This design comes from an exercise in tuning for small area, a short achievable clock period and few clock cycles per item on the open sky130 flow, not from production work.
The RTL was checked by simulation tests, not by an equivalence proof against the original design.
Power figures rest on the tool's default switching activity, not on a simulated workload.

the previous run:
## command_frame_receiver
module command_frame_receiver #(
   parameter int MAX_PAYLOAD = 64
) (
   input  logic                       clock,
   input  logic                       reset,
   input  logic                       req_valid,
   output logic                       req_ready,
   input  logic [cfr_pkg::BYTE_W-1:0] req_rx_byte,
   output logic                       rsp_valid,
   input  logic                       rsp_ready,
   output logic [cfr_pkg::BYTE_W-1:0] rsp_frame_command,
   output logic [cfr_pkg::LEN_W-1:0]  rsp_frame_length,
   output logic [cfr_pkg::BYTE_W-1:0] rsp_payload_byte,
   output logic                       rsp_byte_valid,
   output logic                       rsp_last,
   output logic [cfr_pkg::SUM_W-1:0]  rsp_received_sum,
   output logic [cfr_pkg::SUM_W-1:0]  rsp_computed_sum,
   output logic                       rsp_sum_match,
   input  logic                       csr_we,
   input  logic [cfr_pkg::CSR_W-1:0]  csr_index,
   input  logic [cfr_pkg::BYTE_W-1:0] csr_wdata
);
   localparam int ADDR_W = (MAX_PAYLOAD > 1) ? $clog2(MAX_PAYLOAD) : 1;
   cfr_pkg::cfg_type  cfg_ff;
   logic              ram_we;
   logic [ADDR_W-1:0] ram_waddr;
   logic [BYTE_W-1:0] ram_wdata;
   logic [BYTE_W-1:0] ram_rdata;
   logic              pend;
   logic              pend_take;
   logic [BYTE_W-1:0] frm_command;
   logic [LEN_W-1:0]  frm_length;
   logic [SUM_W-1:0]  frm_received_sum;
   logic [SUM_W-1:0]  frm_computed_sum;
   logic              frm_sum_match;
   logic [ADDR_W:0]   rd_ptr_ff;
   logic [ADDR_W-1:0] rem_ff;
   logic              rsp_valid_ff;
   logic [BYTE_W-1:0] command_ff;
   logic [LEN_W-1:0]  length_ff;
   logic [BYTE_W-1:0] payload_ff;
   logic              byte_valid_ff;
   logic              last_ff;
   logic [SUM_W-1:0]  received_sum_ff;
   logic [SUM_W-1:0]  computed_sum_ff;
   logic              sum_match_ff;
   logic              next_beat;
   logic              rd_adv;
   logic              frm_empty;
   logic              slot_take;
   logic              slot_valid_ff;
   logic [BYTE_W-1:0] slot_command_ff;
   logic [LEN_W-1:0]  slot_length_ff;
   logic [SUM_W-1:0]  slot_received_sum_ff;
   logic [SUM_W-1:0]  slot_computed_sum_ff;
  ...
Size in the first run: roughly 1700 cells after synthesis, about 750 flip-flops, about 84 I/O pins, about 30000 um^2 of cells after synthesis.
make LEC_CHECK=0 CAP_MARGIN=20 CORE_MARGIN=2 CORE_UTILIZATION=40 SLEW_MARGIN=20 finish   # period 4.0 ns
run.sh (not shown) runs the stock make flow with config.mk's settings and CLKGATE_MAP_FILE= SYNTH_SCRIPT=/design/flow/synth_recipe.tcl, a recipe that flattens the netlist after the stock synthesis.
Testbench counts of the previous run, summed over its fixed seeds: cycles 15,046, beats 10,307.
Setup changes, the previous run to the current run
- putting SETUP_SLACK_MARGIN at 1.8 where nothing was set
- putting ABC_CLOCK_PERIOD_IN_PS at 2000 where nothing was set
Results
In the tables for the current run and the previous run, design area reads lower with the previous run.
The current run vs. the previous run: count of clock-net buffers in the final layout grew by 7.1%; maximum number of pins on one net before global-route repair shrank by 11; via count of the first global-routing pass grew by 6.1%; worst hold path depth held steady.
Run comparison: the previous run cell type of the slowest stage on the worst timing path sky130_fd_sc_hd__dfxtp_4; the current run cell type of the slowest stage on the worst timing path sky130_fd_sc_hd__mux4_2

Another version of the RTL of command_frame_receiver (not shown whole).
Size in the first run: roughly 830 flip-flops, about 84 I/O pins, roughly 0.033 mm^2 of cells after synthesis.
clock: 4.0 ns
lec_check: 0
cap_margin: 20
core_margin: 2
core_utilization: 65
cts_buf_list: sky130_fd_sc_hd__clkbuf_16
cts_cluster_diameter: 60
cts_cluster_size: 30
gpl_timing_driven: 0
place_density: 0.75
setup_slack_margin: 2.0
slew_margin: 20
Testbench counts at the start, summed over its fixed seeds: cycles 15,050, beats 10,307.
Next try:
Settings changed: GPL_TIMING_DRIVEN 0 to default, TNS_END_PERCENT from default to 10.
After rerunning: Area after synthesis stays the same; cell area fell by 4.9%; count of clock-buffer cells in the layout falls by 1; wire length falls by 12%; die area does not change; power falls by 2.7%; register-to-register slack improved by 0.07 ns; worst setup slack gets better by 0.12 ns; fmax is higher by 5.8%; global-route usage fell by 3.5 points; hold slack improved by 0.012 ns.
Next try:
Settings changed: TNS_END_PERCENT 10 to default.
Sequential share of layout area shrinks by 0.15 points.
First-iteration DRC count grows by 1.1%.
Final area stays flat.
Setup slack gets better by 0.042 ns.
Clock power grows by 5.8%.
Wire length grows by 0.74%.
Synthesized cell count does not change.
Non-clock buffer count grows by 4.
Sequential power is about the same.
Cell count barely changes.

quartz:
Starting RTL as in the previous note.
Design command_frame_receiver, start of the top module:
module command_frame_receiver #(
   parameter int MAX_PAYLOAD = 64
) (
   input  logic                       clock,
   input  logic                       reset,
   input  logic                       req_valid,
   output logic                       req_ready,
   input  logic [cfr_pkg::BYTE_W-1:0] req_rx_byte,
   output logic                       rsp_valid,
   input  logic                       rsp_ready,
   output logic [cfr_pkg::BYTE_W-1:0] rsp_frame_command,
   output logic [cfr_pkg::LEN_W-1:0]  rsp_frame_length,
   output logic [cfr_pkg::BYTE_W-1:0] rsp_payload_byte,
   output logic                       rsp_byte_valid,
   output logic                       rsp_last,
   output logic [cfr_pkg::SUM_W-1:0]  rsp_received_sum,
   output logic [cfr_pkg::SUM_W-1:0]  rsp_computed_sum,
   output logic                       rsp_sum_match,
   input  logic                       csr_we,
   input  logic [cfr_pkg::CSR_W-1:0]  csr_index,
   input  logic [cfr_pkg::BYTE_W-1:0] csr_wdata
);
Settings: LEC_CHECK=0, CAP_MARGIN=20, CORE_MARGIN=2, CORE_UTILIZATION=65, CTS_BUF_LIST=sky130_fd_sc_hd__clkbuf_16, CTS_CLUSTER_DIAMETER=60, CTS_CLUSTER_SIZE=30, PLACE_DENSITY=0.75, SETUP_SLACK_MARGIN=2.05, SLEW_MARGIN=20; clock period 4.0 ns.
quartz: full flow OK, the timing, DRC and antenna checks passed
Testbench counts of quartz, summed over its fixed seeds: cycles 15,050, beats 10,307.
Edits applied to the flow inputs when going from quartz to garnet:
Settings: swapping 0.75 for 0.85 in PLACE_DENSITY; swapping 2.05 for 2.0 in SETUP_SLACK_MARGIN; swapping 65 for 75 in CORE_UTILIZATION.
==> notes.md <==
- garnet -> quartz: count of final setup violators delta 0, exact match
- For area of all placed cells without fillers, quartz and garnet come out practically identical.
- Area share of buffers outside the clock network on garnet is up relative to quartz.
- Comparing switching part of the total for quartz and garnet, the smaller number came from garnet.
- garnet consumes less power than quartz does.
Setup changes, garnet to harbor
Settings: CAP_MARGIN changed from 20 to 5; PLACE_DENSITY changed from 0.85 to 0.75; CORE_UTILIZATION changed from 75 to 65; SLEW_MARGIN changed from 20 to 5.
==> comparison <==
harbor vs. garnet: area used by sequential logic in the layout ~0 delta; number of vias per cell after detailed routing -0.53; number of ordinary inverters in the final layout +1; clock network latency to the later pin of the worst-skew pair +0.03 ns; post-CTS setup repair buffer count -about 25%.
garnet reports its path type of the worst setup path as reg2reg while harbor reports reg2out.

-- port drivers added, routing unchanged --
Ports are ideal in the flow. The routed layouts listed here were re-timed in OpenROAD. Step 1: set_driving_cell puts a clkbuf_16 on clock and a buf_2 on each other input, an assumption about the parent block. Step 2 adds t to the input delays and takes it off the output delays; t is the mean of the earliest and latest rising clock arrival at the registers after step 1. Input paths then give back, and output paths get back, about the clock's delay inside the block. Three values: ideal, step 1, step 2; two values: the first two.
| run | shift t [ns] | setup slack, ns | cell pins on the clock port's net |
|---|---|---|---|
| the previous run | 0.663 | 1.020 / 1.020 / 0.486 | 1 |
| the current run | 0.673 | 1.448 / 1.448 / 1.007 | 1 |
| the first run of note 2 | 0.681 | 1.766 / 1.704 / 1.023 | 1 |
| the second run of note 2 | 0.665 | 1.888 / 1.842 / 1.209 | 1 |
| the third run of note 2 | 0.678 | 1.930 / 1.872 / 1.323 | 1 |
| quartz | 0.674 | 1.926 / 1.872 / 1.287 | 1 |
| garnet | 0.663 | 1.870 / 1.870 / 1.239 | 1 |
| harbor | 0.678 | 1.930 / 1.872 / 1.323 | 1 |
After both steps setup and hold are still met in every run listed. For the first run of note 2, which loses most, drivers alone change the setup slack by -0.062 ns; drivers and shift together by -0.743 ns.
